Context: an optimization exercise on an open-source flow, tuned for small area, a short achievable clock period and few clock cycles. The choices shown serve that exercise and are no tape-out recipe.
Function was checked by simulation only, so behaviour that the tests miss may differ from the original.

## flow/design.v (module list and top-level ports; edited modules follow where they fit)
// module f84tp_front: 32 lines
// module f84tp_mul: 42 lines
// module f84tp_sdiv1: 40 lines
// module f84tp_sdiv2: 69 lines
// module f84tp_gdiv: 53 lines
// module f84tp_core: 965 lines
// module f84_transition_probabilities: 96 lines
module f84_transition_probabilities (
    input  logic                   i_clk,
    input  logic                   i_rst_n,
    input  logic                   push,
    output logic                   full,
    input  logic [1:0]             i_op,
    input  logic                   i_whole_matrix,
    input  logic [1:0]             i_row_sel,
    input  logic [1:0]             i_col_sel,
    input  logic [f84tp_pkg::WORD_W-1:0]      i_distance,
    output logic                   empty,
    input  logic                   pop,
    output logic [1:0]             o_row,
    output logic [1:0]             o_col,
    output logic [31:0]            o_value,
    output logic                   o_last,
    input  logic                   i_cfg_valid,
    output logic                   o_cfg_ready,
    input  logic [2:0]             i_cfg_index,
    input  logic [f84tp_pkg::WORD_W-1:0]      i_cfg_data
);
  // ...
==> flow/run.sh <==
#!/bin/bash
# synth_recipe.tcl (not shown) runs the flow's synth.tcl, then flattens the netlist and writes it again
# the make line also repeats each setting of config.mk as NAME=value (left out here)
make -C /OpenROAD-flow-scripts/flow DESIGN_CONFIG=/design/flow/config.mk WORK_HOME=/design/flow/orfs CLKGATE_MAP_FILE= SYNTH_SCRIPT=/design/flow/synth_recipe.tcl finish
==> flow/config.mk <==
export PLATFORM = sky130hd
export DESIGN_NAME = f84_transition_probabilities
export DESIGN_NICKNAME = f84_transition_probabilities
export VERILOG_FILES = /design/flow/design.v
export SDC_FILE = /design/flow/constraint.sdc
export NUM_CORES = 8
export LEC_CHECK = 0
export CAP_MARGIN = 20
export CORE_MARGIN = 2
export CORE_UTILIZATION = 30
export PLACE_DENSITY = 0.5
export SETUP_SLACK_MARGIN = 5
export SLEW_MARGIN = 20
==> flow/constraint.sdc <==
create_clock -name core_clock -period 14.0 [get_ports {i_clk}]
set_input_delay 2.8000 -clock core_clock [delete_from_list [all_inputs] [get_ports {i_clk}]]
set_output_delay 2.8000 -clock core_clock [all_outputs]
set_load 0.01 [all_outputs]
==> reports/results.txt, run 1 <==
global-route met2 utilization: 44.7%
top-area cell type share of the netlist area: 22.1%
largest family of logic cells by synthesized area: compound AO/OA/AOI/OAI gates
Worst Path Required: 14.89 ns
ClkCell Share: 3.74%
Final ANT Viol Nets: 0
DP HPWL: 923 mm
top_reg_cell synth: edfxtp_1
global route hottest layer: met2
Post-Route Setup TNS: 0 ns
Worst Setup EP: u_core.r_pr[90]
Post-Route Utilization: 35.2%
Routed WL: 1270 mm
outcome: timing/DRC/antenna clean
GRT Overall Usage: 31.4%
Signal buffers: 1589
Yosys reg bits: 2488
Bufs and invs on worst path: 8
commonest non-fill, non-tap cell in the layout: nand2_1
Min-Delay Endpoint: u_core.p_olast
met2 wire length: 514 mm
comb_multi_in: 17900
clk sink count: 2488
width of the die: 875 microns
Synth area leader: edfxtp_1
count leader, synth: nand2_1
Longest Clk Path Bufs: 4
Max Transition Viols Final: 0
Testbench counts, summed over its fixed seeds: cycles 22,204.
==> module f84tp_mul, before the edit <==
module f84tp_mul (
    input  logic [63:0] i_a,
    input  logic [31:0] i_b,
    input  logic        i_c,
    input  logic [64:0] i_k,
    output logic [96:0] o_p
);
    localparam int ND = 17;
    function automatic logic [96:0] f_sext();
        logic [96:0] s;
        s = '0;
        for (int i = 0; i < ND; i++) s = s - (97'd1 << (65 + 2 * i));
        f_sext = s;
    endfunction
    localparam logic [96:0] SEXT = f_sext();
    logic [34:0] bx;
    logic [96:0] row [ND];
    logic [96:0] crow, krow;
    logic [ND-1:0] neg;
    assign bx = {2'b00, i_b, 1'b0};
    always_comb begin
        for (int i = 0; i < ND; i++) begin
            logic [2:0]  d;
            logic [64:0] m;
            logic        one, two;
            d   = bx[2*i +: 3];
            one = d[1] ^ d[0];
            two = (d == 3'b011) || (d == 3'b100);
            neg[i] = d[2] && !(d[1] && d[0]);
            m   = one ? {1'b0, i_a} : (two ? {i_a, 1'b0} : 65'd0);
            m   = m ^ {65{neg[i]}};
            row[i] = 97'({~neg[i], m}) << (2 * i);
            if (i > 0) row[i][2 * i - 2] = neg[i - 1];
        end
        crow = i_c ? 97'(i_b) : 97'd0;
        krow = 97'(i_k);
    end
    always_comb begin
        o_p = crow + krow + SEXT;
        for (int i = 0; i < ND; i++) o_p = o_p + row[i];
    end
endmodule
==> module f84tp_core, before the edit <==
module f84tp_core (
    input  logic        i_clk,
    input  logic        i_rst_n,
    input  logic        i_rq_valid,
    input  logic [1:0]  i_rq_op,
    input  logic        i_rq_whole,
    input  logic [1:0]  i_rq_row,
    input  logic [1:0]  i_rq_col,
    input  logic [31:0] i_rq_dist,
    output logic        o_rq_take,
    input  logic        i_cfg_wr,
    input  logic [24:0] i_pi0, i_pi1, i_pi2, i_pi3,
    input  logic [31:0] i_kappa,
    input  logic [31:0] i_rate,
    input  logic [24:0] i_pur,
    input  logic [24:0] i_pyr,
    output logic        o_empty,
    input  logic        i_pop,
    output logic [1:0]  o_row,
    output logic [1:0]  o_col,
    output logic [31:0] o_value,
    output logic        o_last
);
    localparam logic [1:0] CH_IDLE = 2'd0, CH_RUN = 2'd1, CH_POW = 2'd2, CH_DONE = 2'd3;
    localparam logic [3:0] AS_RATE = 4'd0, AS_K2 = 4'd1, AS_CQ0 = 4'd2, AS_CQ1 = 4'd3,
                           AS_CS0 = 4'd4, AS_CS1 = 4'd5, AS_PQ = 4'd6, AS_Q = 4'd7,
                           AS_PI = 4'd8, AS_BC = 4'd9, AS_T = 4'd10, AS_ZERO = 4'd11;
    localparam logic [3:0] BS_DIST = 4'd0, BS_L = 4'd1, BS_PW = 4'd2, BS_E1 = 4'd3,
                           BS_E2 = 4'd4, BS_OME1 = 4'd5, BS_RATE = 4'd6, BS_R2 = 4'd7,
                           BS_K2 = 4'd8, BS_K2SQ = 4'd9, BS_PI = 4'd10, BS_ZERO = 4'd11;
    localparam logic [4:0] WA_NONE = 5'd0, WA_L = 5'd1, WA_A2 = 5'd2, WA_POW = 5'd3,
                           WA_PQ = 5'd4, WA_R2 = 5'd5, WA_K2SQ = 5'd6,
                           WA_T = 5'd7,         
                           WA_ADDPJ = 5'd8,     
                           WA_OUTADD = 5'd9,    
                           WA_NEGADD = 5'd10,   
                           WA_ADD = 5'd11,      
                           WA_OUT = 5'd12,      
                           WA_BRAW = 5'd13,     
                           WA_B = 5'd14,        
                           WA_BNEG = 5'd15,     
                           WA_EMIT = 5'd16,     
                           WA_ZERO = 5'd17,     
                           WA_OUTNEG = 5'd18,   
                           WA_NADD2 = 5'd19;    
    logic [1:0]  r_rot;
    logic        r_ent;
    logic [1:0]  q_op;
    logic        q_whole, q_sb;
    logic [1:0]  q_srow, q_scol;
    logic [24:0] q_e1, q_e2, q_ome1;
    logic [64:0] r_t [4];              
    logic [1:0]  ch_st [2];
    logic [4:0]  ch_n  [2];
    logic [23:0] ch_f  [2];
    logic [28:0] ch_fa [2];
    logic [4:0]  ch_ip [2];
    logic [2:0]  ch_b  [2];
    logic        ch_pp [2];
    logic        ch_vb [2];
    logic        ch_cc [2];
    logic [64:0] r_cq  [2];
    logic [64:0] r_cs  [2];
    logic [24:0] r_e   [2];
    logic [24:0] r_ome1;               
    logic [28:0] r_l;
    logic        r_lbig;
    logic        ev [2];
    logic        l_pend, a2_pend, a2_fl, l_sb;
    logic [8:0]  rif [2];              
    logic        rif_wp, rif_rp;
    logic [1:0]  rif_cnt;
    logic [49:0] r_pq [4];
    logic [48:0] r_q  [4];
    logic [40:0] r_r2;
    logic [40:0] r_k2sq;
    logic [3:0]  dv_k;
    logic        dv_ok, dv_go, dv_wait;
    logic [32:0] r_bc [4];     
    logic [2:0]  e_row;    
    logic [3:0]  e_k;
    logic        e_pass;
    logic [72:0] r_acc;
    logic        acc_busy;
    logic [96:0] r_pr;
    logic        p_ser, p_gen;
    logic        p_ch;
    logic [3:0]  p_mc;
    logic [10:0] p_mo, d_mo;      
    logic [4:0]  p_so;            
    logic [2:0]  p_s;
    logic        p_pass, p_wide, p_q62, p_sign, p_out;
    logic [4:0]  p_act;
    logic [1:0]  p_t, p_u, p_j;
    logic [1:0]  p_orow, p_ocol;
    logic        p_olast, p_pe;
    logic [1:0]  p_pej;
    logic        d_v, d_ch, d_tz;
    logic [3:0]  d_mc;
    logic [10:0] d_xlo;
    logic [67:0] d_y1;
    logic [37:0] oq [4];
    logic [1:0]  oq_wp, oq_rp;
    logic [2:0]  oq_cnt;
    logic        m_v, m_ser, m_gen, m_ch, m_out;
    logic [3:0]  m_as, m_bs;
    logic [1:0]  m_aj;
    logic        m_sa, m_q62, m_pass, m_wide;
    logic [4:0]  m_act;
    logic [1:0]  m_t, m_u, m_j;
    logic [1:0]  m_orow, m_ocol;
    logic        m_olast, m_pe;
    logic [1:0]  m_pej;
    logic        su_v, su_c;           
    logic [31:0] m_b;                  
    logic [4:0]  m_ka;                 
    logic [8:0]  m_asel;               
    logic [63:0] m_astat;              
    logic        ch_tz [2];            
    logic [32:0] k2;
    logic [24:0] pi_a [4];
    assign k2 = {1'b0, i_kappa} + 33'h100_0000;
    assign pi_a[0] = i_pi0;
    assign pi_a[1] = i_pi1;
    assign pi_a[2] = i_pi2;
    assign pi_a[3] = i_pi3;
    function automatic logic [2:0] f_ns(input logic [4:0] n);
        logic [2:0] s;
        if (n[0])                s = 3'd0;
        else if (n[1])           s = 3'd1;
        else if (n[2])           s = 3'd2;
        else if (n[3])           s = 3'd3;
        else                     s = 3'd4;
        f_ns = s;
    endfunction
    function automatic logic [3:0] f_nmc(input logic [4:0] n);
        logic [4:0] m;
        logic [3:0] mc;
        m = n >> f_ns(n);
        case (m)
            5'd3:    mc = 4'd1;
            5'd5:    mc = 4'd2;
            5'd7:    mc = 4'd3;
            5'd9:    mc = 4'd4;
            5'd11:   mc = 4'd5;
            5'd13:   mc = 4'd6;
            5'd15:   mc = 4'd7;
            5'd17:   mc = 4'd8;
            5'd19:   mc = 4'd9;
            5'd21:   mc = 4'd10;
            default: mc = 4'd0;
        endcase
        f_nmc = mc;
    endfunction
    function automatic logic [4:0] f_mca(input logic [3:0] mc);
        case (mc)
            4'd5, 4'd10: f_mca = 5'd3;
            4'd6:        f_mca = 5'd5;
            4'd9:        f_mca = 5'd27;
            default:     f_mca = 5'd1;
        endcase
    endfunction
    function automatic logic [4:0] f84tp_mul_a(input logic [4:0] n);
        f84tp_mul_a = f_mca(f_nmc(n));
    endfunction
    function automatic logic [28:0] f_fa(input logic [23:0] f, input logic [4:0] n);
        logic [28:0] x;
        x = {5'd0, f};
        case (f_mca(f_nmc(n)))
            5'd3:    f_fa = x + (x << 1);
            5'd5:    f_fa = x + (x << 2);
            5'd27:   f_fa = (x << 5) - (x << 2) - x;
            default: f_fa = x;
        endcase
    endfunction
    typedef struct packed {
        logic       v;       
        logic       mul;     
        logic       out;     
        logic [3:0] as_;
        logic [1:0] aj;
        logic       sa;
        logic [3:0] bs_;
        logic [4:0] act;
        logic [1:0] t;
        logic [1:0] u;
        logic [1:0] j;
        logic [1:0] orow;
        logic [1:0] ocol;
        logic       olast;
        logic       pe;      
        logic [1:0] pej;
        logic       fin;     
    } t_uop;
    function automatic logic [2:0] f_cq(input logic [1:0] i, input logic [1:0] jj);
        f_cq = (i == jj) ? {1'b0, jj ^ 2'd2} : {1'b1, jj};
    endfunction
    function automatic t_uop f_wstep(input logic [1:0] op, input logic [2:0] kind,
                                     input logic [1:0] i, input logic [1:0] jj,
                                     input logic [1:0] t, input logic [1:0] u);
        t_uop x;
        logic [2:0] cq;
        x = '0;
        cq = f_cq(i, jj);
        x.v = 1'b1; x.mul = 1'b1;
        x.t = t; x.u = u; x.j = jj;
        x.orow = i; x.ocol = jj; x.olast = (i == 2'd3) && (jj == 2'd3);
        case (kind)
            3'd0: begin x.as_ = AS_PQ; x.aj = jj; x.bs_ = BS_E1; x.act = WA_ADDPJ; end
            3'd1: begin x.as_ = AS_Q; x.aj = cq[1:0]; x.sa = cq[2]; x.bs_ = BS_E2;
                        x.act = WA_OUTADD; x.out = 1'b1; end
            3'd2: begin x.as_ = AS_Q; x.aj = cq[1:0]; x.sa = cq[2];
                        x.bs_ = (op == 2'd1) ? BS_K2 : BS_K2SQ; x.act = WA_T; x.t = u; end
            3'd3: begin x.as_ = AS_T; x.aj = u; x.bs_ = BS_E2; x.act = WA_T;
                        x.t = u; end
            3'd4: begin x.as_ = AS_PQ; x.aj = jj; x.bs_ = BS_E1;
                        x.act = (op == 2'd1) ? WA_NEGADD : WA_ADD; end
            default: begin x.as_ = AS_T; x.aj = t;
                        x.bs_ = (op == 2'd1) ? BS_RATE : BS_R2; x.act = WA_OUT; x.out = 1'b1; end
        endcase
        f_wstep = x;
    endfunction
    function automatic t_uop f_emit(input logic [1:0] i, input logic [1:0] jj);
        t_uop x;
        x = '0;
        x.v = 1'b1; x.out = 1'b1; x.act = WA_EMIT; x.j = jj;
        x.orow = i; x.ocol = jj; x.olast = (i == 2'd3) && (jj == 2'd3);
        f_emit = x;
    endfunction
    function automatic t_uop f_pe(input t_uop x0, input logic [1:0] i, input logic [1:0] jj);
        t_uop x;
        x = x0;
        x.pe = 1'b1; x.pej = jj; x.out = 1'b1;
        x.orow = i; x.ocol = jj; x.olast = (i == 2'd3) && (jj == 2'd3);
        f_pe = x;
    endfunction
    t_uop uop;
    always_comb begin
        logic [1:0] i, ja, jb;
        uop = '0;
        i  = e_row[1:0];
        ja = {1'b0, i[0]};
        jb = {1'b1, i[0]};
        if (q_op == 2'd3) begin
            uop.v = 1'b1; uop.out = 1'b1; uop.act = WA_ZERO;
            uop.orow = q_whole ? e_k[3:2] : q_srow;
            uop.ocol = q_whole ? e_k[1:0] : q_scol;
            uop.olast = !q_whole || (&e_k);
            uop.fin = uop.olast;
        end else if (!q_whole) begin
            i = q_srow;
            if (q_sb) begin
                if (q_op == 2'd0) begin
                    uop.v = 1'b1; uop.mul = 1'b1; uop.out = 1'b1;
                    uop.as_ = AS_PI; uop.aj = q_scol; uop.bs_ = BS_OME1; uop.act = WA_OUT;
                    uop.fin = 1'b1;
                end else if (e_k == 4'd0) begin
                    uop.v = 1'b1; uop.mul = 1'b1;
                    uop.as_ = AS_PI; uop.aj = q_scol; uop.bs_ = BS_E1; uop.act = WA_T;
                    uop.t = 2'd0;
                end else if (e_k == 4'd1) begin
                    uop.v = 1'b1;    
                end else begin
                    uop.v = 1'b1; uop.mul = 1'b1; uop.out = 1'b1;
                    uop.as_ = AS_T; uop.aj = 2'd0; uop.bs_ = (q_op == 2'd1) ? BS_RATE : BS_R2;
                    uop.act = (q_op == 2'd1) ? WA_OUT : WA_OUTNEG;
                    uop.fin = 1'b1;
                end
            end else if (q_op == 2'd0) begin
                uop = f_wstep(q_op, (e_k == 4'd0) ? 3'd0 : 3'd1, i, q_scol, 2'd0, 2'd2);
                uop.fin = (e_k != 4'd0);
            end else begin
                case (e_k)
                    4'd0: uop = f_wstep(q_op, 3'd2, i, q_scol, 2'd0, 2'd2);
                    4'd1: uop.v = 1'b1;
                    4'd2: uop = f_wstep(q_op, 3'd3, i, q_scol, 2'd0, 2'd2);
                    4'd3: uop = f_wstep(q_op, 3'd4, i, q_scol, 2'd0, 2'd2);
                    4'd4: uop.v = 1'b1;
                    default: begin
                        uop = f_wstep(q_op, 3'd5, i, q_scol, 2'd0, 2'd2);
                        uop.fin = 1'b1;
                    end
                endcase
            end
            uop.orow = q_srow; uop.ocol = q_scol; uop.olast = 1'b1;
        end else if (e_row == 3'd4) begin
            uop.v = 1'b1; uop.mul = 1'b1;
            uop.as_ = AS_PI; uop.aj = e_k[1:0]; uop.j = e_k[1:0];
            if (q_op == 2'd0) begin
                uop.bs_ = BS_OME1; uop.act = WA_B;
            end else if (!e_k[2]) begin
                uop.bs_ = BS_E1; uop.act = WA_BRAW;
            end else begin
                uop.as_ = AS_BC;
                uop.bs_ = (q_op == 2'd1) ? BS_RATE : BS_R2;
                uop.act = (q_op == 2'd1) ? WA_B : WA_BNEG;
            end
        end else if (q_op == 2'd0) begin
            case (e_k)
                4'd0: begin
                    uop = f_wstep(q_op, 3'd0, i, ja, 2'd0, 2'd2);
                    if (i[0]) uop = f_pe(uop, i - 2'd1, 2'd3);
                end
                4'd1: begin
                    uop = f_wstep(q_op, 3'd0, i, jb, 2'd1, 2'd3);
                    if (i[0]) uop = f_pe(uop, i, 2'd0);
                end
                4'd2: uop = f_wstep(q_op, 3'd1, i, ja, 2'd0, 2'd2);
                4'd3: uop = f_emit(i, i[0] ? 2'd2 : 2'd1);
                default: uop = f_wstep(q_op, 3'd1, i, jb, 2'd1, 2'd3);
            endcase
            uop.fin = (i == 2'd3) && (e_k == 4'd4);
        end else if (q_op == 2'd1) begin
            case (e_k)
                4'd0: begin
                    uop = f_wstep(q_op, 3'd2, i, ja, 2'd0, 2'd2);
                    if (i[0]) uop = f_pe(uop, i - 2'd1, 2'd3);
                end
                4'd1: uop = i[0] ? f_emit(i, 2'd0) : '0;
                4'd2: uop = f_wstep(q_op, 3'd3, i, ja, 2'd0, 2'd2);
                4'd3: uop = f_wstep(q_op, 3'd4, i, ja, 2'd0, 2'd2);
                4'd4: begin
                    uop = f_wstep(q_op, 3'd4, i, jb, 2'd1, 2'd2);
                    uop.act = WA_NADD2;
                end
                4'd5: uop = f_wstep(q_op, 3'd5, i, ja, 2'd0, 2'd2);
                4'd6: uop = f_emit(i, i[0] ? 2'd2 : 2'd1);
                default: uop = f_wstep(q_op, 3'd5, i, jb, 2'd1, 2'd3);
            endcase
            uop.v = 1'b1;
            uop.fin = (i == 2'd3) && (e_k == 4'd7);
        end else begin
            case (e_k)
                4'd0: begin
                    uop = f_wstep(q_op, 3'd2, i, ja, 2'd0, 2'd2);
                    if (i[0]) uop = f_pe(uop, i - 2'd1, 2'd3);
                end
                4'd1: begin
                    uop = f_wstep(q_op, 3'd2, i, jb, 2'd1, 2'd3);
                    if (i[0]) uop = f_pe(uop, i, 2'd0);
                end
                4'd2: uop = f_wstep(q_op, 3'd3, i, ja, 2'd0, 2'd2);
                4'd3: uop = f_wstep(q_op, 3'd3, i, jb, 2'd1, 2'd3);
                4'd4: uop = f_wstep(q_op, 3'd4, i, ja, 2'd0, 2'd2);
                4'd5: uop = f_wstep(q_op, 3'd4, i, jb, 2'd1, 2'd3);
                4'd6: uop = f_wstep(q_op, 3'd5, i, ja, 2'd0, 2'd2);
                4'd7: uop = f_emit(i, i[0] ? 2'd2 : 2'd1);
                default: uop = f_wstep(q_op, 3'd5, i, jb, 2'd1, 2'd3);
            endcase
            uop.fin = (i == 2'd3) && (e_k == 4'd8);
        end
    end
    logic [3:0] e_klast;
    always_comb begin
        if (q_op == 2'd3)        e_klast = q_whole ? 4'd15 : 4'd0;
        else if (!q_whole)       e_klast = 4'd15;    
        else if (e_row == 3'd4)  e_klast = (q_op == 2'd0) ? 4'd3 : 4'd7;
        else                     e_klast = (q_op == 2'd0) ? 4'd4 : (q_op == 2'd1) ? 4'd7 : 4'd8;
    end
    logic        i_v, i_ser, i_gen;        
    logic        i_ch;                     
    logic [3:0]  i_as, i_bs;
    logic [1:0]  i_aj;
    logic        i_sa, i_q62, i_pass, i_wide;
    logic [2:0]  i_pwb;
    logic [4:0]  i_act;
    logic [1:0]  i_t, i_u, i_j;
    logic [1:0]  i_orow, i_ocol;
    logic        i_olast;
    logic        i_isout;
    logic        i_pe;
    logic [1:0]  i_pej;
    logic        g_l, g_a2, g_pow0, g_pow1, g_dv, g_ent;
    logic        hand;      
    logic [8:0]  rif_h;
    logic        ch_free0, ch_free1, l_ok, a2_ok;
    assign rif_h = rif[rif_rp];
    assign hand = (rif_cnt != 2'd0) && dv_ok && !r_ent && (rif_h[8] || (ev[0] && ev[1]));
    assign ch_free0 = (ch_st[0] == CH_IDLE || ch_st[0] == CH_DONE) && !l_pend;
    assign ch_free1 = (ch_st[1] == CH_IDLE || ch_st[1] == CH_DONE) && !a2_fl;
    assign l_ok  = i_rq_valid && (rif_cnt != 2'd2) &&
                   ((i_rq_op == 2'd3) || (ch_free0 && !a2_pend && !a2_fl));
    assign a2_ok = a2_pend && ch_free1;
    logic [1:0]  rot_n;
    logic        own0, own1, term0, term1, run0, run1, slot_free;
    logic        tzn0, tzn1;
    logic        out_ok;
    logic        dv_mulphase;
    logic        u_wide;
    assign rot_n = (r_rot == 2'd2) ? 2'd0 : r_rot + 2'd1;
    assign own0  = (rot_n == 2'd0) && (ch_st[0] == CH_RUN);
    assign own1  = (rot_n == 2'd1) && (ch_st[1] == CH_RUN);
    assign tzn0  = (d_v && !d_ch) ? d_tz : ch_tz[0];
    assign tzn1  = (d_v &&  d_ch) ? d_tz : ch_tz[1];
    assign term0 = own0 && (tzn0 || ch_n[0] == 5'd22);
    assign term1 = own1 && (tzn1 || ch_n[1] == 5'd22);
    assign run0  = own0 && !term0;
    assign run1  = own1 && !term1;
    assign slot_free = !run0 && !run1;
    assign out_ok = ({1'b0, oq_cnt} + {3'd0, m_v && m_out} + {3'd0, p_out}) < 4'd4;
    logic vfree0, vfree1;
    assign vfree0 = !ch_vb[0] || (p_gen && p_act == WA_POW && p_pass && !p_t[0]);
    assign vfree1 = !ch_vb[1] || (p_gen && p_act == WA_POW && p_pass &&  p_t[0]);
    logic pow_want0, pow_want1;
    logic p1_block;
    assign p1_block = m_v && m_gen && m_wide && !m_pass;
    assign pow_want0 = (ch_st[0] == CH_POW) && (ch_b[0] != 3'd5) && ch_ip[0][ch_b[0]] &&
                       ((ch_pp[0] && !p1_block) || (!ch_pp[0] && !acc_busy && vfree0));
    assign pow_want1 = (ch_st[1] == CH_POW) && (ch_b[1] != 3'd5) && ch_ip[1][ch_b[1]] &&
                       ((ch_pp[1] && !p1_block) || (!ch_pp[1] && !acc_busy && vfree1));
    assign dv_mulphase = dv_go && (dv_k >= 4'd6) && (dv_k <= 4'd11);
    function automatic logic f_bwide(input logic [3:0] bs);
        case (bs)
            BS_PW:   f_bwide = 1'b1;
            BS_R2:   f_bwide = |r_r2[40:32];
            BS_K2:   f_bwide = k2[32];
            BS_K2SQ: f_bwide = |r_k2sq[40:32];
            default: f_bwide = 1'b0;
        endcase
    endfunction
    assign u_wide = uop.mul && f_bwide(uop.bs_);
    always_comb begin
        i_v = 1'b0; i_ser = 1'b0; i_gen = 1'b0; i_ch = 1'b0;
        i_as = AS_ZERO; i_bs = BS_ZERO; i_aj = 2'd0; i_sa = 1'b0; i_q62 = 1'b0;
        i_pass = 1'b0; i_wide = 1'b0; i_pwb = 3'd0; i_act = WA_NONE; i_t = 2'd0; i_u = 2'd0;
        i_j = 2'd0; i_orow = 2'd0; i_ocol = 2'd0; i_olast = 1'b0; i_isout = 1'b0; i_pe = 1'b0; i_pej = 2'd0;
        g_l = 1'b0; g_a2 = 1'b0; g_pow0 = 1'b0; g_pow1 = 1'b0; g_dv = 1'b0; g_ent = 1'b0;
        if (run0) begin
            i_v = 1'b1; i_ser = 1'b1; i_ch = 1'b0;
        end else if (run1) begin
            i_v = 1'b1; i_ser = 1'b1; i_ch = 1'b1;
        end else if (l_ok) begin
            g_l = 1'b1; i_v = (i_rq_op != 2'd3); i_gen = 1'b1;
            i_as = AS_RATE; i_bs = BS_DIST; i_act = WA_L;
        end else if (a2_ok) begin
            g_a2 = 1'b1; i_v = 1'b1; i_gen = 1'b1;
            i_as = AS_K2; i_bs = BS_L; i_act = WA_A2;
        end else if (pow_want0) begin
            g_pow0 = 1'b1; i_v = 1'b1; i_gen = 1'b1; i_q62 = 1'b1; i_wide = 1'b1;
            i_as = AS_CS0; i_bs = BS_PW; i_pwb = ch_b[0]; i_pass = ch_pp[0];
            i_act = WA_POW; i_t = 2'd0;
        end else if (pow_want1) begin
            g_pow1 = 1'b1; i_v = 1'b1; i_gen = 1'b1; i_q62 = 1'b1; i_wide = 1'b1;
            i_as = AS_CS1; i_bs = BS_PW; i_pwb = ch_b[1]; i_pass = ch_pp[1];
            i_act = WA_POW; i_t = 2'd1;
        end else if (r_ent && uop.v && !(uop.out && !out_ok) && !(u_wide && !e_pass && acc_busy) &&
                     !(u_wide && e_pass && p1_block)) begin
            begin
                g_ent = 1'b1; i_v = uop.mul || uop.out; i_gen = 1'b1;
                i_as = uop.as_; i_aj = uop.aj; i_sa = uop.sa; i_bs = uop.bs_;
                i_act = uop.act; i_t = uop.t; i_u = uop.u; i_j = uop.j;
                i_orow = uop.orow; i_ocol = uop.ocol; i_olast = uop.olast;
                i_pass = e_pass; i_wide = u_wide; i_isout = uop.out;
                i_pe = uop.pe; i_pej = uop.pej;
            end
        end else if (dv_mulphase && ((dv_wait && !p1_block) || (!dv_wait && !acc_busy))) begin
            g_dv = 1'b1; i_v = 1'b1; i_gen = 1'b1;
            case (dv_k)
                4'd6:  begin i_as = AS_PQ; i_aj = 2'd0; i_bs = BS_PI; i_j = 2'd2; i_act = WA_PQ; end
                4'd7:  begin i_as = AS_PQ; i_aj = 2'd0; i_bs = BS_PI; i_j = 2'd0; i_act = WA_PQ; end
                4'd8:  begin i_as = AS_PQ; i_aj = 2'd1; i_bs = BS_PI; i_j = 2'd3; i_act = WA_PQ; end
                4'd9:  begin i_as = AS_PQ; i_aj = 2'd1; i_bs = BS_PI; i_j = 2'd1; i_act = WA_PQ; end
                4'd10: begin i_as = AS_RATE; i_bs = BS_RATE; i_act = WA_R2; end
                default: begin i_as = AS_K2; i_bs = BS_K2; i_act = WA_K2SQ; i_pass = dv_wait;
                               i_wide = k2[32]; end
            endcase
        end
    end
    logic [63:0] a_val;
    logic        a_sgn;
    logic [31:0] b_val;
    logic        b_c;
    logic [64:0] k_val;
    logic [63:0] pw_sel;
    logic [3:0]  m_mc;
    logic [2:0]  m_s;
    assign m_mc = f_nmc(ch_n[m_ch]);
    assign m_s  = f_ns(ch_n[m_ch]);
    always_comb begin
        a_val = ({64{m_asel[0]}} & m_astat) |
                ({64{m_asel[1]}} & r_cq[0][63:0]) |
                ({64{m_asel[2]}} & r_cq[1][63:0]) |
                ({64{m_asel[3]}} & r_cs[0][63:0]) |
                ({64{m_asel[4]}} & r_cs[1][63:0]);
        a_sgn = (m_asel[0] & m_sa) | (m_asel[1] & r_cq[0][64]) | (m_asel[2] & r_cq[1][64]) |
                (m_asel[3] & r_cs[0][64]) | (m_asel[4] & r_cs[1][64]);
        for (int q = 0; q < 4; q++) begin
            a_val = a_val | ({64{m_asel[5 + q]}} & r_t[q][63:0]);
            a_sgn = a_sgn | (m_asel[5 + q] & r_t[q][64]);
        end
    end
    logic [63:0] i_bfull;
    logic [31:0] i_b;
    always_comb begin
        case (i_pwb)
            3'd0:    pw_sel = f84tp_pkg::PW0;
            3'd1:    pw_sel = f84tp_pkg::PW1;
            3'd2:    pw_sel = f84tp_pkg::PW2;
            3'd3:    pw_sel = f84tp_pkg::PW3;
            default: pw_sel = f84tp_pkg::PW4;
        endcase
        case (i_bs)
            BS_DIST: i_bfull = 64'(i_rq_dist);
            BS_L:    i_bfull = (p_gen && p_act == WA_L) ? 64'(r_pr[52:24]) : 64'(r_l);
            BS_PW:   i_bfull = pw_sel;
            BS_E1:   i_bfull = 64'(q_e1);
            BS_E2:   i_bfull = 64'(q_e2);
            BS_OME1: i_bfull = 64'(q_ome1);
            BS_RATE: i_bfull = 64'(i_rate);
            BS_R2:   i_bfull = 64'(r_r2);
            BS_K2:   i_bfull = 64'(k2);
            BS_K2SQ: i_bfull = 64'(r_k2sq);
            BS_PI:   i_bfull = 64'(pi_a[i_j]);
            default: i_bfull = 64'd0;
        endcase
        if (i_ser) i_b = 32'(ch_fa[i_ch]);
        else       i_b = i_pass ? i_bfull[63:32] : i_bfull[31:0];
    end
    always_comb begin
        b_val = m_b;
        b_c   = m_ser && ch_cc[m_ch];
        if (m_ser)       k_val = 65'(m_ka) << 23;
        else if (m_pass) k_val = 65'(r_acc[72:8]);
        else             k_val = m_q62 ? (65'd1 << 61) : (65'd1 << 23);
    end
    logic [96:0] m_prod;
    f84tp_mul u_mul (
        .i_a (a_val),
        .i_b (b_val),
        .i_c (b_c),
        .i_k (k_val),
        .o_p (m_prod)
    );
    logic [66:0] x_sh;
    logic [67:0] y1_w;
    logic [61:0] d2_q;
    logic        d2_c;
    always_comb begin
        x_sh = ({67{p_so[0]}} & r_pr[90:24]) | ({67{p_so[1]}} & r_pr[91:25]) |
               ({67{p_so[2]}} & r_pr[92:26]) | ({67{p_so[3]}} & r_pr[93:27]) |
               ({67{p_so[4]}} & r_pr[94:28]);
    end
    f84tp_sdiv1 u_sd1 (
        .i_x  (x_sh[62:0]),
        .i_mo (p_mo),
        .o_y  (y1_w)
    );
    f84tp_sdiv2 u_sd2 (
        .i_y   (d_y1),
        .i_xlo (d_xlo),
        .i_mc  (d_mc),
        .i_mo  (d_mo),
        .o_q   (d2_q),
        .o_c   (d2_c)
    );
    logic x_lt_d;
    always_comb begin
        logic [9:0] dd;
        case (p_mc)
            4'd1:  dd = 10'd3;   4'd2: dd = 10'd5;   4'd3: dd = 10'd7;   4'd4: dd = 10'd9;
            4'd5:  dd = 10'd33;  4'd6: dd = 10'd65;  4'd7: dd = 10'd15;  4'd8: dd = 10'd17;
            4'd9:  dd = 10'd513; 4'd10: dd = 10'd63; default: dd = 10'd1;
        endcase
        x_lt_d = (x_sh[66:10] == 57'd0) && (x_sh[9:0] < dd);
    end
    logic [104:0] w_tot;      
    logic         w_big;      
    logic [63:0]  w_mag;      
    logic         w_s;
    logic [64:0]  w_r;        
    logic [64:0]  w_tu, w_tt;
    logic [64:0]  w_sum, w_x, w_y, w_add;
    logic [32:0]  w_outv;     
    logic [32:0]  w_bv;
    logic [64:0]  w_bneg;
    logic [63:0]  w_q62;
    always_comb begin
        if (p_pass) w_tot = {r_pr, r_acc[7:0]};
        else        w_tot = 105'(r_pr[96:24]);
        w_big = |w_tot[104:63];
        w_s   = p_sign;
        if (w_s) w_mag = w_big ? f84tp_pkg::MAG_MAXN : w_tot[63:0];
        else     w_mag = w_big ? f84tp_pkg::MAG_MAXP : w_tot[63:0];
        w_r   = {w_s, w_mag};
        w_q62 = 64'(w_tot >> 38);
        w_tt = r_t[p_t];
        w_tu = r_t[p_u];
        w_y = (p_act == WA_NEGADD || p_act == WA_NADD2) ? f84tp_pkg::f_sneg(w_s, w_mag) : w_r;
        case (p_act)
            WA_ADDPJ:  w_x = {1'b0, 64'(pi_a[p_j])};
            WA_OUTADD: w_x = w_tt;
            WA_NEGADD: w_x = f84tp_pkg::f_sneg(w_tu[64], w_tu[63:0]);
            default:   w_x = w_tu;
        endcase
        w_add = f84tp_pkg::f_sadd(w_x[64], w_x[63:0], w_y[64], w_y[63:0]);
        case (p_act)
            WA_ADDPJ, WA_OUTADD, WA_NEGADD, WA_ADD, WA_NADD2: w_sum = w_add;
            WA_BNEG, WA_OUTNEG: w_sum = f84tp_pkg::f_sneg(w_s, w_mag);
            default:   w_sum = w_r;
        endcase
        w_outv = {w_sum[64], (|w_sum[63:31]) ? (w_sum[64] ? 32'h8000_0000 : 32'h7fff_ffff)
                                             : w_sum[31:0]};
        w_bneg = (p_act == WA_BNEG) ? f84tp_pkg::f_sneg(w_s, w_mag) : w_r;
        w_bv   = {w_bneg[64], (|w_bneg[63:31]) ? (w_bneg[64] ? 32'h8000_0000 : 32'h7fff_ffff)
                                               : w_bneg[31:0]};
    end
    logic        oq_push;
    logic [37:0] oq_din;
    logic        w_live;
    assign w_live = p_gen && !(p_wide && !p_pass);    
    always_comb begin
        oq_push = 1'b0;
        oq_din  = {p_orow, p_ocol, w_outv, p_olast};
        if (w_live) begin
            case (p_act)
                WA_OUT, WA_OUTADD, WA_OUTNEG: oq_push = 1'b1;
                WA_EMIT: begin oq_push = 1'b1; oq_din = {p_orow, p_ocol, r_bc[p_j], p_olast}; end
                WA_ZERO: begin oq_push = 1'b1; oq_din = {p_orow, p_ocol, 33'd0, p_olast}; end
                default: if (p_pe) begin
                    oq_push = 1'b1; oq_din = {p_orow, p_ocol, r_bc[p_pej], p_olast};
                end
            endcase
        end
    end
    logic        gd_start, gd_busy, gd_busy_b;
    logic [24:0] gd_a, gd_b, gd_a2, gd_b2;
    logic [49:0] gd_q, gd_q2;
    f84tp_gdiv u_gdiv (
        .i_clk   (i_clk),
        .i_rst_n (i_rst_n),
        .i_start (gd_start),
        .i_a     (gd_a),
        .i_b     (gd_b),
        .o_q     (gd_q),
        .o_busy  (gd_busy)
    );
    f84tp_gdiv u_gdiv2 (
        .i_clk   (i_clk),
        .i_rst_n (i_rst_n),
        .i_start (gd_start),
        .i_a     (gd_a2),
        .i_b     (gd_b2),
        .o_q     (gd_q2),
        .o_busy  (gd_busy_b)
    );
    always_comb begin
        gd_b  = i_pur;
        gd_b2 = i_pyr;
        case (dv_k)
            4'd0:    begin gd_a = i_pyr; gd_a2 = i_pur; end
            4'd1:    begin gd_a = i_pi0; gd_a2 = i_pi1; end
            default: begin gd_a = i_pi2; gd_a2 = i_pi3; end
        endcase
        gd_start = dv_go && (dv_k <= 4'd2) && !dv_wait;
    end
    logic [24:0] e_rnd [2];
    assign e_rnd[0] = r_cs[0][62:38] + 25'(r_cs[0][37]);
    assign e_rnd[1] = r_cs[1][62:38] + 25'(r_cs[1][37]);
    logic        su_sub;
    logic [64:0] su_x, su_res;
    always_comb begin
        su_sub = !ch_n[su_c][0];
        su_x   = {1'b0, r_cs[su_c][63:0]} +
                 (su_sub ? {1'b1, ~r_cq[su_c][63:0]} : {1'b0, r_cq[su_c][63:0]}) +
                 65'(su_sub ? !ch_cc[su_c] : ch_cc[su_c]);
        if (su_sub) su_res = {1'b0, su_x[64] ? 64'd0 : su_x[63:0]};
        else        su_res = {1'b0, su_x[63:0]};
    end
    assign o_rq_take = g_l;
    always_ff @(posedge i_clk) begin
        if (!i_rst_n) begin
            l_pend   <= 1'b0;
            a2_pend  <= 1'b0;
            a2_fl    <= 1'b0;
            rif_wp   <= 1'b0;
            rif_rp   <= 1'b0;
            rif_cnt  <= 2'd0;
            ev[0]    <= 1'b0;
            ev[1]    <= 1'b0;
            r_rot    <= 2'd0;
            ch_st[0] <= CH_IDLE;
            ch_st[1] <= CH_IDLE;
            ch_pp[0] <= 1'b0;
            ch_pp[1] <= 1'b0;
            ch_vb[0] <= 1'b0;
            ch_vb[1] <= 1'b0;
            acc_busy <= 1'b0;
            m_v      <= 1'b0;
            r_ent    <= 1'b0;
            m_ser    <= 1'b0;
            m_gen    <= 1'b0;
            m_out    <= 1'b0;
            su_v     <= 1'b0;
            p_ser    <= 1'b0;
            p_gen    <= 1'b0;
            p_out    <= 1'b0;
            d_v      <= 1'b0;
            dv_k     <= 4'd0;
            dv_ok    <= 1'b0;
            dv_go    <= 1'b1;
            dv_wait  <= 1'b0;
            e_pass   <= 1'b0;
            oq_wp    <= 2'd0;
            oq_rp    <= 2'd0;
            oq_cnt   <= 3'd0;
        end else begin
            r_rot <= rot_n;
            m_v   <= i_v;
            m_ser <= i_v && i_ser;
            m_gen <= i_v && i_gen;
            m_out <= i_v && i_isout && !(i_wide && !i_pass);
            su_v  <= own0 || own1;
            su_c  <= own1;
            p_ser <= m_v && m_ser;
            p_gen <= m_v && m_gen;
            p_out <= m_v && m_out;
            d_v   <= p_ser;
            if (g_l && i_rq_op != 2'd3) l_pend <= 1'b1;
            else if (p_gen && p_act == WA_L) l_pend <= 1'b0;
            if (p_gen && p_act == WA_L) a2_pend <= 1'b1;
            else if (g_a2) a2_pend <= 1'b0;
            if (g_a2) a2_fl <= 1'b1;
            else if (p_gen && p_act == WA_A2) a2_fl <= 1'b0;
            if (g_l) rif_wp <= !rif_wp;
            if (hand) rif_rp <= !rif_rp;
            rif_cnt <= rif_cnt + 2'(g_l) - 2'(hand);
            for (int c = 0; c < 2; c++) begin
                if ((c == 0) ? term0 : term1) begin
                    ch_st[c] <= CH_POW;
                    ch_b[c]  <= 3'd0;
                end
                if (m_v && m_ser && m_ch == c[0]) begin
                    ch_n[c]  <= ch_n[c] + 5'd1;
                    ch_fa[c] <= f_fa(ch_f[c], ch_n[c] + 5'd1);
                end
                if (ch_st[c] == CH_POW) begin
                    if (ch_b[c] == 3'd5) begin
                        if (!ch_vb[c] && !ev[c]) begin
                            ch_st[c] <= CH_DONE;
                            ev[c]    <= 1'b1;
                        end
                    end else if (!ch_ip[c][ch_b[c]]) begin
                        ch_b[c] <= ch_b[c] + 3'd1;
                    end else if ((c == 0) ? g_pow0 : g_pow1) begin
                        if (!ch_pp[c]) begin
                            ch_pp[c] <= 1'b1;
                        end else begin
                            ch_pp[c] <= 1'b0;
                            ch_vb[c] <= 1'b1;
                            ch_b[c]  <= ch_b[c] + 3'd1;
                        end
                    end
                end
                if (p_gen && p_act == WA_POW && p_pass && p_t[0] == c[0]) ch_vb[c] <= 1'b0;
            end
            if (hand && !rif_h[8]) begin
                ev[0] <= 1'b0;
                ev[1] <= 1'b0;
            end
            if (p_gen && p_act == WA_L) begin
                ch_st[0] <= (|w_tot[104:29]) ? CH_POW : CH_RUN;
                ch_b[0]  <= 3'd5;
                ch_n[0]  <= 5'd2;
                ch_fa[0] <= {5'd0, w_tot[23:0]};
            end
            if (p_gen && p_act == WA_A2) begin
                ch_st[1] <= (r_lbig || l_sb || (|w_tot[104:29])) ? CH_POW : CH_RUN;
                ch_b[1]  <= 3'd5;
                ch_n[1]  <= 5'd2;
                ch_fa[1] <= {5'd0, w_tot[23:0]};
            end
            if (i_cfg_wr)                              acc_busy <= 1'b0;
            else if (i_v && i_gen && !i_pass && i_wide) acc_busy <= 1'b1;
            else if (i_v && i_gen && i_pass)            acc_busy <= 1'b0;
            if (hand) r_ent <= 1'b1;
            else if (g_ent && uop.fin && !(u_wide && !e_pass)) r_ent <= 1'b0;
            if (hand) begin
                e_row  <= 3'd4;
                e_k    <= 4'd0;
                e_pass <= 1'b0;
            end
            if (g_ent) begin
                if (u_wide && !e_pass) begin
                    e_pass <= 1'b1;
                end else begin
                    e_pass <= 1'b0;
                    if (e_k == e_klast && q_whole && q_op != 2'd3) begin
                        e_k   <= 4'd0;
                        e_row <= (e_row == 3'd4) ? 3'd0 : e_row + 3'd1;
                    end else begin
                        e_k <= e_k + 4'd1;
                    end
                end
            end
            if (i_cfg_wr) begin
                dv_k    <= 4'd0;
                dv_ok   <= 1'b0;
                dv_go   <= 1'b1;
                dv_wait <= 1'b0;
            end else if (dv_go) begin
                if (dv_k <= 4'd5) begin
                    if (!dv_wait) dv_wait <= 1'b1;           
                    else if (!gd_busy) begin                   
                        dv_wait <= 1'b0;
                        dv_k    <= (dv_k == 4'd2) ? 4'd6 : dv_k + 4'd1;
                    end
                end else if (dv_k <= 4'd11) begin
                    if (g_dv) begin
                        if (dv_k == 4'd11 && k2[32] && !dv_wait) dv_wait <= 1'b1;
                        else begin
                            dv_wait <= 1'b0;
                            dv_k    <= dv_k + 4'd1;
                        end
                    end
                end else if (dv_k != 4'd14) begin
                    dv_k <= dv_k + 4'd1;                       
                end else begin
                    dv_ok <= 1'b1;
                    dv_go <= 1'b0;
                end
            end
            if (oq_push) oq_wp <= oq_wp + 2'd1;
            if (i_pop && oq_cnt != 3'd0) oq_rp <= oq_rp + 2'd1;
            oq_cnt <= oq_cnt + 3'(oq_push) - 3'(i_pop && oq_cnt != 3'd0);
        end
    end
    always_ff @(posedge i_clk) begin
        if (hand) begin
            q_op    <= rif_h[8] ? 2'd3 : rif_h[6:5];
            q_whole <= rif_h[4];
            q_srow  <= rif_h[3:2];
            q_scol  <= rif_h[1:0];
            q_sb    <= !rif_h[4] && (rif_h[2] ^ rif_h[0]);
            q_e1    <= r_e[0];
            q_e2    <= r_e[1];
            q_ome1  <= r_ome1;
        end
        if (g_l) begin
            rif[rif_wp] <= {i_rq_op == 2'd3, 1'b0, i_rq_op, i_rq_whole, i_rq_row, i_rq_col};
            if (i_rq_op != 2'd3) l_sb <= !i_rq_whole && (i_rq_row[0] ^ i_rq_col[0]);
        end
        m_ch    <= i_ch;
        m_as    <= i_as;
        m_b     <= i_b;
        m_ka    <= f84tp_mul_a(ch_n[i_ch]);
        m_asel <= '0;
        if (i_ser)                 m_asel[i_ch ? 2 : 1] <= 1'b1;
        else if (i_as == AS_CQ0)   m_asel[1] <= 1'b1;
        else if (i_as == AS_CQ1)   m_asel[2] <= 1'b1;
        else if (i_as == AS_CS0)   m_asel[3] <= 1'b1;
        else if (i_as == AS_CS1)   m_asel[4] <= 1'b1;
        else if (i_as == AS_T)     m_asel[5 + i_aj] <= 1'b1;
        else if (i_as != AS_ZERO)  m_asel[0] <= 1'b1;
        case (i_as)
            AS_RATE: m_astat <= 64'(i_rate);
            AS_K2:   m_astat <= 64'(k2);
            AS_PQ:   m_astat <= 64'(r_pq[i_aj]);
            AS_Q:    m_astat <= 64'(r_q[i_aj]);
            AS_PI:   m_astat <= 64'(pi_a[i_aj]);
            default: m_astat <= 64'(r_bc[i_aj][31:0]);
        endcase
        m_bs    <= i_bs;
        m_aj    <= i_aj;
        m_sa    <= i_sa;
        m_q62   <= i_q62;
        m_pass  <= i_pass;
        m_wide  <= i_wide;
        m_act   <= i_act;
        m_t     <= i_t;
        m_u     <= i_u;
        m_j     <= i_j;
        m_orow  <= i_orow;
        m_ocol  <= i_ocol;
        m_olast <= i_olast;
        m_pe    <= i_pe;
        m_pej   <= i_pej;
        begin
            r_pr    <= m_prod;
            p_ch    <= m_ch;
            p_mc    <= m_mc;
            p_mo    <= 11'd1 << m_mc;
            p_so    <= 5'd1 << m_s;
            p_s     <= m_s;
            p_pass  <= m_pass;
            p_wide  <= m_wide;
            p_q62   <= m_q62;
            p_sign  <= a_sgn;
            p_act   <= m_act;
            p_t     <= m_t;
            p_u     <= m_u;
            p_j     <= m_j;
            p_orow  <= m_orow;
            p_ocol  <= m_ocol;
            p_olast <= m_olast;
            p_pe    <= m_pe;
            p_pej   <= m_pej;
        end
        begin
            d_y1  <= y1_w;
            d_xlo <= x_sh[10:0];
            d_tz  <= x_lt_d;
            d_mc  <= p_mc;
            d_mo  <= p_mo;
            d_ch  <= p_ch;
        end
        if (p_gen && p_wide && !p_pass) r_acc <= r_pr[96:24];
        for (int c = 0; c < 2; c++) begin
            if (d_v && d_ch == c[0]) begin
                r_cq[c]  <= {1'b0, 2'b00, d2_q};
                ch_cc[c] <= d2_c;
                ch_tz[c] <= d_tz;
            end
            if (su_v && su_c == c[0]) r_cs[c] <= su_res;
            if (ch_st[c] == CH_POW && ch_b[c] == 3'd5 && !ch_vb[c] && !ev[c])
                r_e[c] <= e_rnd[c];
        end
        if (ch_st[0] == CH_POW && ch_b[0] == 3'd5 && !ch_vb[0] && !ev[0])
            r_ome1 <= 25'h100_0000 - e_rnd[0];
        if (p_gen && p_act == WA_L) begin
            r_l    <= w_tot[28:0];
            r_lbig <= |w_tot[104:29];
            ch_f[0]  <= w_tot[23:0];
            ch_ip[0] <= w_tot[28:24];
            r_cq[0]  <= {1'b0, 2'b00, w_tot[23:0], 38'd0};
            ch_cc[0] <= 1'b0;
            ch_tz[0] <= (w_tot[23:0] == 24'd0);
            r_cs[0]  <= (|w_tot[104:29]) ? 65'd0 : {1'b0, 64'd1 << 62};
        end
        if (p_gen && p_act == WA_A2) begin
            ch_f[1]  <= w_tot[23:0];
            ch_ip[1] <= w_tot[28:24];
            r_cq[1]  <= {1'b0, 2'b00, w_tot[23:0], 38'd0};
            ch_cc[1] <= 1'b0;
            ch_tz[1] <= (w_tot[23:0] == 24'd0);
            r_cs[1]  <= (r_lbig || l_sb || (|w_tot[104:29])) ? 65'd0 : {1'b0, 64'd1 << 62};
        end
        if (w_live) begin
            case (p_act)
                WA_POW: r_cs[p_t[0]] <= {1'b0, w_q62};
                WA_PQ:  r_pq[p_j] <= w_mag[49:0];
                WA_R2:  r_r2 <= w_mag[40:0];
                WA_K2SQ: r_k2sq <= w_mag[40:0];
                WA_T, WA_ADDPJ, WA_NEGADD, WA_ADD, WA_NADD2: r_t[p_t] <= w_sum;
                WA_BRAW: r_bc[p_j] <= {1'b0, w_mag[31:0]};
                WA_B, WA_BNEG: r_bc[p_j] <= w_bv;
                default: ;
            endcase
        end
        if (dv_go && dv_wait && dv_k <= 4'd5 && !gd_busy) begin
            case (dv_k)
                4'd0: begin r_pq[0] <= {1'b0, gd_q[48:0]}; r_pq[1] <= {1'b0, gd_q2[48:0]}; end
                4'd1: begin r_q[0]  <= gd_q[48:0];          r_q[1]  <= gd_q2[48:0]; end
                default: begin r_q[2] <= gd_q[48:0];        r_q[3]  <= gd_q2[48:0]; end
            endcase
        end
        if (oq_push) oq[oq_wp] <= oq_din;
    end
    assign o_empty = (oq_cnt == 3'd0);
    logic [37:0] oq_head;
    assign oq_head = oq[oq_rp];
    assign o_row   = oq_head[37:36];
    assign o_col   = oq_head[35:34];
    assign o_value = oq_head[33] ? 32'(-oq_head[32:1]) : oq_head[32:1];
    assign o_last  = oq_head[0];
endmodule
==> run 2, diff against run 1 <==
--- a/flow/design.v
+++ b/flow/design.v
@@ -72,6 +72,9 @@
 module f84tp_mul (
     input  logic [63:0] i_a,
     input  logic [31:0] i_b,
+    input  logic [16:0] i_one,
+    input  logic [16:0] i_two,
+    input  logic [16:0] i_neg,
     input  logic        i_c,
     input  logic [64:0] i_k,
     output logic [96:0] o_p
@@ -84,21 +87,14 @@
         f_sext = s;
     endfunction
     localparam logic [96:0] SEXT = f_sext();
-    logic [34:0] bx;
     logic [96:0] row [ND];
     logic [96:0] crow, krow;
     logic [ND-1:0] neg;
-    assign bx = {2'b00, i_b, 1'b0};
     always_comb begin
         for (int i = 0; i < ND; i++) begin
-            logic [2:0]  d;
             logic [64:0] m;
-            logic        one, two;
-            d   = bx[2*i +: 3];
-            one = d[1] ^ d[0];
-            two = (d == 3'b011) || (d == 3'b100);
-            neg[i] = d[2] && !(d[1] && d[0]);
-            m   = one ? {1'b0, i_a} : (two ? {i_a, 1'b0} : 65'd0);
+            neg[i] = i_neg[i];
+            m   = i_one[i] ? {1'b0, i_a} : (i_two[i] ? {i_a, 1'b0} : 65'd0);
             m   = m ^ {65{neg[i]}};
             row[i] = 97'({~neg[i], m}) << (2 * i);
             if (i > 0) row[i][2 * i - 2] = neg[i - 1];
@@ -111,6 +107,24 @@
         for (int i = 0; i < ND; i++) o_p = o_p + row[i];
     end
 endmodule
+module f84tp_booth (
+    input  logic [31:0] i_b,
+    output logic [16:0] o_one,
+    output logic [16:0] o_two,
+    output logic [16:0] o_neg
+);
+    logic [34:0] bx;
+    assign bx = {2'b00, i_b, 1'b0};
+    always_comb begin
+        for (int i = 0; i < 17; i++) begin
+            logic [2:0] d;
+            d = bx[2*i +: 3];
+            o_one[i] = d[1] ^ d[0];
+            o_two[i] = (d == 3'b011) || (d == 3'b100);
+            o_neg[i] = d[2] && !(d[1] && d[0]);
+        end
+    end
+endmodule
 module f84tp_sdiv1 (
     input  logic [62:0] i_x,
     input  logic [10:0] i_mo,
@@ -317,7 +331,8 @@
                            WA_EMIT = 5'd16,     
                            WA_ZERO = 5'd17,     
                            WA_OUTNEG = 5'd18,   
-                           WA_NADD2 = 5'd19;    
+                           WA_NADD2 = 5'd19,    
+                           WA_SUB2 = 5'd20;     
     logic [1:0]  r_rot;
     logic        r_ent;
     logic [1:0]  q_op;
@@ -509,6 +524,8 @@
         x.orow = i; x.ocol = jj; x.olast = (i == 2'd3) && (jj == 2'd3);
         f_pe = x;
     endfunction
+    logic safe2;
+    assign safe2 = ~|{r_q[0][48:45], r_q[1][48:45], r_q[2][48:45], r_q[3][48:45]};
     t_uop uop;
     always_comb begin
         logic [1:0] i, ja, jb;
@@ -585,7 +602,7 @@
                 default: uop = f_wstep(q_op, 3'd1, i, jb, 2'd1, 2'd3);
             endcase
             uop.fin = (i == 2'd3) && (e_k == 4'd4);
-        end else if (q_op == 2'd1) begin
+        end else if (q_op == 2'd1 || safe2) begin
             case (e_k)
                 4'd0: begin
                     uop = f_wstep(q_op, 3'd2, i, ja, 2'd0, 2'd2);
@@ -596,7 +613,7 @@
                 4'd3: uop = f_wstep(q_op, 3'd4, i, ja, 2'd0, 2'd2);
                 4'd4: begin
                     uop = f_wstep(q_op, 3'd4, i, jb, 2'd1, 2'd2);
-                    uop.act = WA_NADD2;
+                    uop.act = (q_op == 2'd1) ? WA_NADD2 : WA_SUB2;
                 end
                 4'd5: uop = f_wstep(q_op, 3'd5, i, ja, 2'd0, 2'd2);
                 4'd6: uop = f_emit(i, i[0] ? 2'd2 : 2'd1);
@@ -630,7 +647,7 @@
         if (q_op == 2'd3)        e_klast = q_whole ? 4'd15 : 4'd0;
         else if (!q_whole)       e_klast = 4'd15;    
         else if (e_row == 3'd4)  e_klast = (q_op == 2'd0) ? 4'd3 : 4'd7;
-        else                     e_klast = (q_op == 2'd0) ? 4'd4 : (q_op == 2'd1) ? 4'd7 : 4'd8;
+        else                     e_klast = (q_op == 2'd0) ? 4'd4 : (q_op == 2'd1 || safe2) ? 4'd7 : 4'd8;
     end
     logic        i_v, i_ser, i_gen;        
     logic        i_ch;                     
@@ -799,9 +816,19 @@
         else             k_val = m_q62 ? (65'd1 << 61) : (65'd1 << 23);
     end
     logic [96:0] m_prod;
+    logic [16:0] i_bone, i_btwo, i_bneg, m_bone, m_btwo, m_bneg;
+    f84tp_booth u_booth (
+        .i_b   (i_b),
+        .o_one (i_bone),
+        .o_two (i_btwo),
+        .o_neg (i_bneg)
+    );
     f84tp_mul u_mul (
-        .i_a (a_val),
-        .i_b (b_val),
+        .i_a   (a_val),
+        .i_b   (b_val),
+        .i_one (m_bone),
+        .i_two (m_btwo),
+        .i_neg (m_bneg),
         .i_c (b_c),
         .i_k (k_val),
         .o_p (m_prod)
@@ -864,12 +891,12 @@
         case (p_act)
             WA_ADDPJ:  w_x = {1'b0, 64'(pi_a[p_j])};
             WA_OUTADD: w_x = w_tt;
-            WA_NEGADD: w_x = f84tp_pkg::f_sneg(w_tu[64], w_tu[63:0]);
+            WA_NEGADD, WA_SUB2: w_x = f84tp_pkg::f_sneg(w_tu[64], w_tu[63:0]);
             default:   w_x = w_tu;
         endcase
         w_add = f84tp_pkg::f_sadd(w_x[64], w_x[63:0], w_y[64], w_y[63:0]);
         case (p_act)
-            WA_ADDPJ, WA_OUTADD, WA_NEGADD, WA_ADD, WA_NADD2: w_sum = w_add;
+            WA_ADDPJ, WA_OUTADD, WA_NEGADD, WA_ADD, WA_NADD2, WA_SUB2: w_sum = w_add;
             WA_BNEG, WA_OUTNEG: w_sum = f84tp_pkg::f_sneg(w_s, w_mag);
             default:   w_sum = w_r;
         endcase
@@ -1117,6 +1144,9 @@
         m_ch    <= i_ch;
         m_as    <= i_as;
         m_b     <= i_b;
+        m_bone  <= i_bone;
+        m_btwo  <= i_btwo;
+        m_bneg  <= i_bneg;
         m_ka    <= f84tp_mul_a(ch_n[i_ch]);
         m_asel <= '0;
         if (i_ser)                 m_asel[i_ch ? 2 : 1] <= 1'b1;
@@ -1215,7 +1245,7 @@
                 WA_PQ:  r_pq[p_j] <= w_mag[49:0];
                 WA_R2:  r_r2 <= w_mag[40:0];
                 WA_K2SQ: r_k2sq <= w_mag[40:0];
-                WA_T, WA_ADDPJ, WA_NEGADD, WA_ADD, WA_NADD2: r_t[p_t] <= w_sum;
+                WA_T, WA_ADDPJ, WA_NEGADD, WA_ADD, WA_NADD2, WA_SUB2: r_t[p_t] <= w_sum;
                 WA_BRAW: r_bc[p_j] <= {1'b0, w_mag[31:0]};
                 WA_B, WA_BNEG: r_bc[p_j] <= w_bv;
                 default: ;
==> reports/results.txt, run 2 <==
CP Capture Type: flop
RSZ-0062 raised after global routing: true
vias in the first global route: 204000
vias per cell: 6.24
Post-synth EDFFs: 1673
cells after synthesis: 24100
Post-Syn Area per Cell: 9.57 sq um
largest net degree at the start of global routing: 146
Final Hold Fails: 0
Syn Nets: 26900
compound-cell area share of the yosys netlist: 21.0%
CTS root buffer: clkbuf_16
startpoint types: flop
initial antenna violation count: 228
max layer used: met5
Ports: 119
synthesized area: 0.231 sq mm
wl on met1: 494 mm
first-pass GRT wire length: 1750 mm
CTS tree: built
count leader, synth: nand2_1
DP HPWL: 979 mm (+6.0%)
max reg flops: 260
die height: 881 microns
CP Class: flop to flop
final setup violating endpoints: 0
Num CTS Buffers: 307
worst slew pin tran: 1.40 ns
width of the die: 881 microns (+0.61%)
Final ANT Viol Nets: 0 (unchanged)
clk slew on worst S/H paths: 0.06 ns
area delta synth->final: 14.7%
Tcrit/Tclk final: 66.8%
Worst-Skew Late Latency: 1.10 ns
layout cells sized above 1: 13.7%
Largest regs: u_core.r_t: 260 flops, u_core.r_pq: 200 flops, u_core.r_q: 196 flops
commonest non-fill, non-tap cell in the layout: nand2_1
top_reg_cell synth: edfxtp_1
Iteration-0 DRC Markers: 34700
Core Region: 0.767 sq mm
total gr overflow: 0
Worst Path Required: 14.85 ns (-0.04 ns)
largest family of logic cells by synthesized area: compound AO/OA/AOI/OAI gates
Worst slew margin: 6.79%
register with the most flip-flops: u_core.r_t
Synth area leader: edfxtp_1
die area: 0.776 sq mm
Routed WL: 1300 mm (+2.8%)
post-synthesis xor/xnor area fraction: 6.78%
# fillers: 78100
synth warn: 25
DRC viols: 0
Post-Synth Simple-Gate Area: 11.3%
Yosys reg bits: 2534 (+1.8%)
Port Buffer Count: 117
fin crit period: 9.35 ns
Crit Path Max Fanout: 3
Worst EP arrival: 10.20 ns
Async SR Flop Fraction: 0%
met2 wire length: 536 mm (+4.3%)
Post-Route Setup TNS: 0 ns (unchanged)
clk sink count: 2534 (+1.8%)
Longest Clk Path Bufs: 4 (unchanged)
Unique masters post-synth: 118
Synth top cells by count: nand2_1, inv_1, edfxtp_1, a22oi_1, clkbuf_1
H-tree levels: 5
row count: 322
max cap viols: 0
top-area cell type share of the netlist area: 21.8% (-0.27 points)
slowest cell delay on critical path: 1.22 ns
Post-Route Utilization: 34.5% (-0.69 points)
drt wl/cell: 37.9 microns
Final #Nets: 26600
clock skew: 0.156 ns
Final Hold Slack: 0.311 ns
Seq/Total Area, Yosys: 29.3%
TritonRoute pass-1 iters: 14
met3 wire length: 157 mm
adder-cell share of the synthesized area: 19.4%
CP max-delay cell: a222oi_1
GPL Wtd Cong: 1.04
Initial Util: 30.0%
Max Transition Viols Final: 0 (unchanged)
top cells by area, synth: edfxtp_1, fa_1, dfxtp_1
most frequent cells in the layout: nand2_1, inv_1, edfxtp_1
detailed-route via count: 215000
GRT Overall Usage: 32.1% (+0.62 points)
maximum clock rate: 107 MHz
post-synthesis mux area share: 5.94%
Hold Crit Class: flop to flop
outcome: timing/DRC/antenna clean
==> run 2: changes by cell type in the layout (fill, tap and decap cells not counted), sizes merged, moves of 47 or more <==
cell    before   now
and2       322   253
nor2       903  1057
a211oi     246   150
mux4       281   400
a22o       168   273
diode      142    92
a311oi     105    19
nand2     2717  2291
a21oi     1178  1129
and3       139   186
buf       1433  1211
==> run 2: worst max-delay path: cells and delay by family (launching register included) <==
| family | cells | cell delay [ns] |
|---|---|---|
| AO/OA/AOI/OAI | 15 | 3.88 |
| adder cells (fa/ha/maj) | 7 | 3.31 |
| AND/OR/NAND/NOR | 2 | 0.39 |
| flip-flops | 1 | 0.52 |
| buffers and inverters | 3 | 0.46 |
| XOR/XNOR | 2 | 0.60 |
==> run 2: layout make-up <==
| class | instances | area [sq um] | area share, % |
|---|---|---|---|
| Antenna cell | 92 | 230 | 0.0870 |
| Clock buffer | 427 | 8690 | 3.28 |
| Clock inverter | 141 | 1800 | 0.681 |
| Inverter | 1849 | 6970 | 2.63 |
| Multi-Input combinational cell | 17800 | 154000 | 58.2 |
| Sequential cell | 2534 | 67800 | 25.6 |
| Tap cell | 10200 | 12800 | 4.83 |
| Timing Repair Buffer | 1346 | 12400 | 4.70 |
==> run 2: through the flow <==
step / area, sq um / std cells / worst slack, ns
CTS: 260000 / 34100 / 4.77
global placement: 244000 / 33200 / 2.23
floorplan: 231000 / 24100 / 5.41
detailed placement: 244000 / 33200 / 2.27
global route: 264000 / 34300 / 4.57
finish: 265000 / 34400 / 4.65
==> run 2: path summary, 6_finish.rpt <==
check,depth (start not counted),slack [ns],from,end
setup reg to reg,29,4.65,u_core.r_cs[0][41],u_core.r_pr[68]
hold / removal,0,0.31,u_core.p_ch,u_core.d_ch
hold reg to reg,0,0.31,u_core.p_ch,u_core.d_ch
setup / recovery,29,4.65,u_core.r_cs[0][41],u_core.r_pr[68]
==> run 2: logic make-up (layout without fill, tap and decap cells) <==
kind of cell,count (synthesis),count (layout)
other,1,93
xor gates and xnor gates,1785,1785
muxes,855,855
DFF,2534,2534
adders and majority gates,2676,2676
and+or+nand+nor,5603,5613
AOI/OAI and AO/OA,6838,6838
buffers and inverters,3805,3763
==> run 2: per-layer routing <==
metal / GRT usage, % / vias to the layer above
li1: - / 87600
met1: 41.0 / 109000
met2: 46.4 / 14400
met3: 9.68 / 3059
met4: 22.0 / 88
met5: 0 / -
==> run 2: timing repair <==
| item | CTS | global route |
|---|---|---|
| buffers inserted | 293 | 165 |
| cloned | 16 | 12 |
| endpoints found under the setup margin | 556 | 269 |
| gates resized for setup | 598 | 466 |
| hold buffers | 0 | 0 |
| pin swaps | 174 | 248 |
Testbench counts of run 2, summed over its fixed seeds: cycles 21,924.
==> run 3, diff against run 2 <==
--- a/flow/config.mk
+++ b/flow/config.mk
@@ -9,5 +9,5 @@
 export CORE_MARGIN = 2
 export CORE_UTILIZATION = 30
 export PLACE_DENSITY = 0.5
-export SETUP_SLACK_MARGIN = 5
+export SETUP_SLACK_MARGIN = 4
 export SLEW_MARGIN = 20
==> reports/results.txt, run 3 <==
final worst slack: 4.01 ns (-0.640 ns)
Max Transition Viols Final: 0 (unchanged)
Post-Syn Area per Cell: 9.57 sq um (unchanged)
CTS tree: built
synth warn: 25 (unchanged)
TritonRoute pass-1 iters: 14 (unchanged)
startpoint types: flop
die area: 0.776 sq mm (unchanged)
detailed-route via count: 213000 (-0.82%)
synthesized area: 0.231 sq mm (unchanged)
total gr overflow: 0 (unchanged)
outcome: timing/DRC/antenna clean
worst slew pin tran: 1.46 ns (+0.0613 ns)
clk slew on worst S/H paths: 0.06 ns (about the same)
Worst EP arrival: 10.80 ns (+0.60 ns)
Iteration-0 DRC Markers: 34700 (-0.16%)
Worst slew margin: 2.26% (-4.5 points)
die height: 881 microns (unchanged)
clk sink count: 2534 (unchanged)
DP HPWL: 979 mm (unchanged)
FF-to-FF path depth: 29 (unchanged)
Hold Crit Class: flop to flop
GRT Overall Usage: 31.7% (-0.32 points)
Core Region: 0.767 sq mm (unchanged)
Post-Route Utilization: 33.6% (-0.86 points)
Post-Place Worst Slack: 2.27 ns (unchanged)
Worst Path Required: 14.81 ns (-0.04 ns)
commonest non-fill, non-tap cell in the layout: nand2_1
H-tree levels: 5 (unchanged)
Tcrit/Tclk final: 71.4% (+4.6 points)
Worst Setup EP: u_core.r_pr[82]
row count: 322 (unchanged)
cells after synthesis: 24100 (unchanged)
# hold bufs at CTS: 0 (unchanged)
drt wl/cell: 37.7 microns (-0.53%)
Crit Path Max Fanout: 33 (+30)
Synth area leader: edfxtp_1
max cap viols: 0 (unchanged)
Final Hold Fails: 0 (unchanged)
vias in the first global route: 202000 (-0.70%)
layout cells sized above 1: 10.7% (-2.9 points)
Post-Route Setup TNS: 0 ns (unchanged)
width of the die: 881 microns (unchanged)
maximum clock rate: 100 MHz (-6.4%)
area delta synth->final: 11.9%
clock skew: 0.146 ns (-0.00954 ns)
-- run 3: cell types whose count changed in the layout (fill, tap and decap cells not counted), sizes merged --
cell,previous run,this run
buf,1211,920
nand2,2291,2290
inv,1858,1860
clkbuf,442,428
diode,92,115
bufbuf,5,0
nor2b,179,178
clkinvlp,17,14
clkinv,90,91
or2,78,77
-- run 3: layout make-up --
class	instances	area [sq um]
repair buffers	1036	8640
diodes	115	288
fillers	78600	510000
flip-flops and latches	2534	67700
multi-input cells	17800	151000
clock inverters	141	1800
inverters	1849	6950
well taps	10200	12800
clock buffers	427	8690
-- run 3: timing repair --
| action | CTS | global route |
|---|---|---|
| endpoints found under the hold margin | 0 | 0 |
| pin swaps | 50 | 36 |
| buffers inserted | 111 | 54 |
| setup endpoints to repair | 433 | 226 |
| resized for setup | 166 | 134 |
| cloned | 6 | 2 |
-- run 3: routing by layer --
metal,global-route usage (%),routed length (microns)
met5,0,568
met3,9.22,148000
met2,46.1,534000
met4,21.3,106000
met1,40.9,495000
-- run 3: through the flow --
step | instance area [sq um]
finish | 258000
floorplan | 231000
CTS | 257000
global route | 258000
global placement | 244000
detailed placement | 244000
-- run 3: critical path, delay by kind of cell, from the launching register on --
family	cells	cell delay (ns)
DFF	1	0.47
and+or+nand+nor	2	0.26
adders and majority gates	7	3.30
AOI/OAI and AO/OA	14	4.08
xor gates and xnor gates	2	0.79
buffers and inverters	4	0.76
-- run 3: kinds of logic after synthesis --
kind of cell	synth area share (%)
XOR/XNOR	6.78
multiplexers	5.94
AND/OR/NAND/NOR	11.3
other	0.00163
buffers and inverters	6.28
AO/OA/AOI/OAI	21.0
adder cells (fa/ha/maj)	19.4
flip-flops	29.3
-- run 3: how the worst min path moves through the flow --
stage | start | end | slack [ns] | depth (start not counted)
3_5_place_dp | u_core.m_j[1] | u_core.p_j[1] | 0.31 | 0
4_1_cts | u_core.p_ch | u_core.d_ch | 0.32 | 0
2_1_floorplan | u_core.m_u[0] | flop | 0.31 | 0
5_1_grt | u_core.m_j[0] | u_core.p_j[0] | 0.33 | 0
6_report | u_core.p_ch | u_core.d_ch | 0.32 | 0
3_3_place_gp | u_core.p_ch | u_core.d_ch | 0.31 | 0

-- static timing again, ports no longer ideal --
No port has a modelled driver above. Below, the same layouts with a new extraction and two added sets of constraints.
Step 1: set_driving_cell puts a clkbuf_16 on i_clk and a buf_2 on each other input, an assumption about the parent block.
Step 2 also shifts input and output timing later by t, the mid clock arrival at the registers, as if the neighbouring blocks saw the same clock.
a / b / c = ideal ports / drivers / drivers and shift; a / b = the first two.
run	shift t [ns]	slack for setup (ns)	worst setup path after step 2
run 1	1.111	4.436 / 4.436 / 4.436	register to register
run 2	1.143	4.648 / 4.648 / 4.648	register to register
run 3	1.147	4.008 / 4.008 / 4.008	register to register
After both steps every run listed still meets setup and hold.
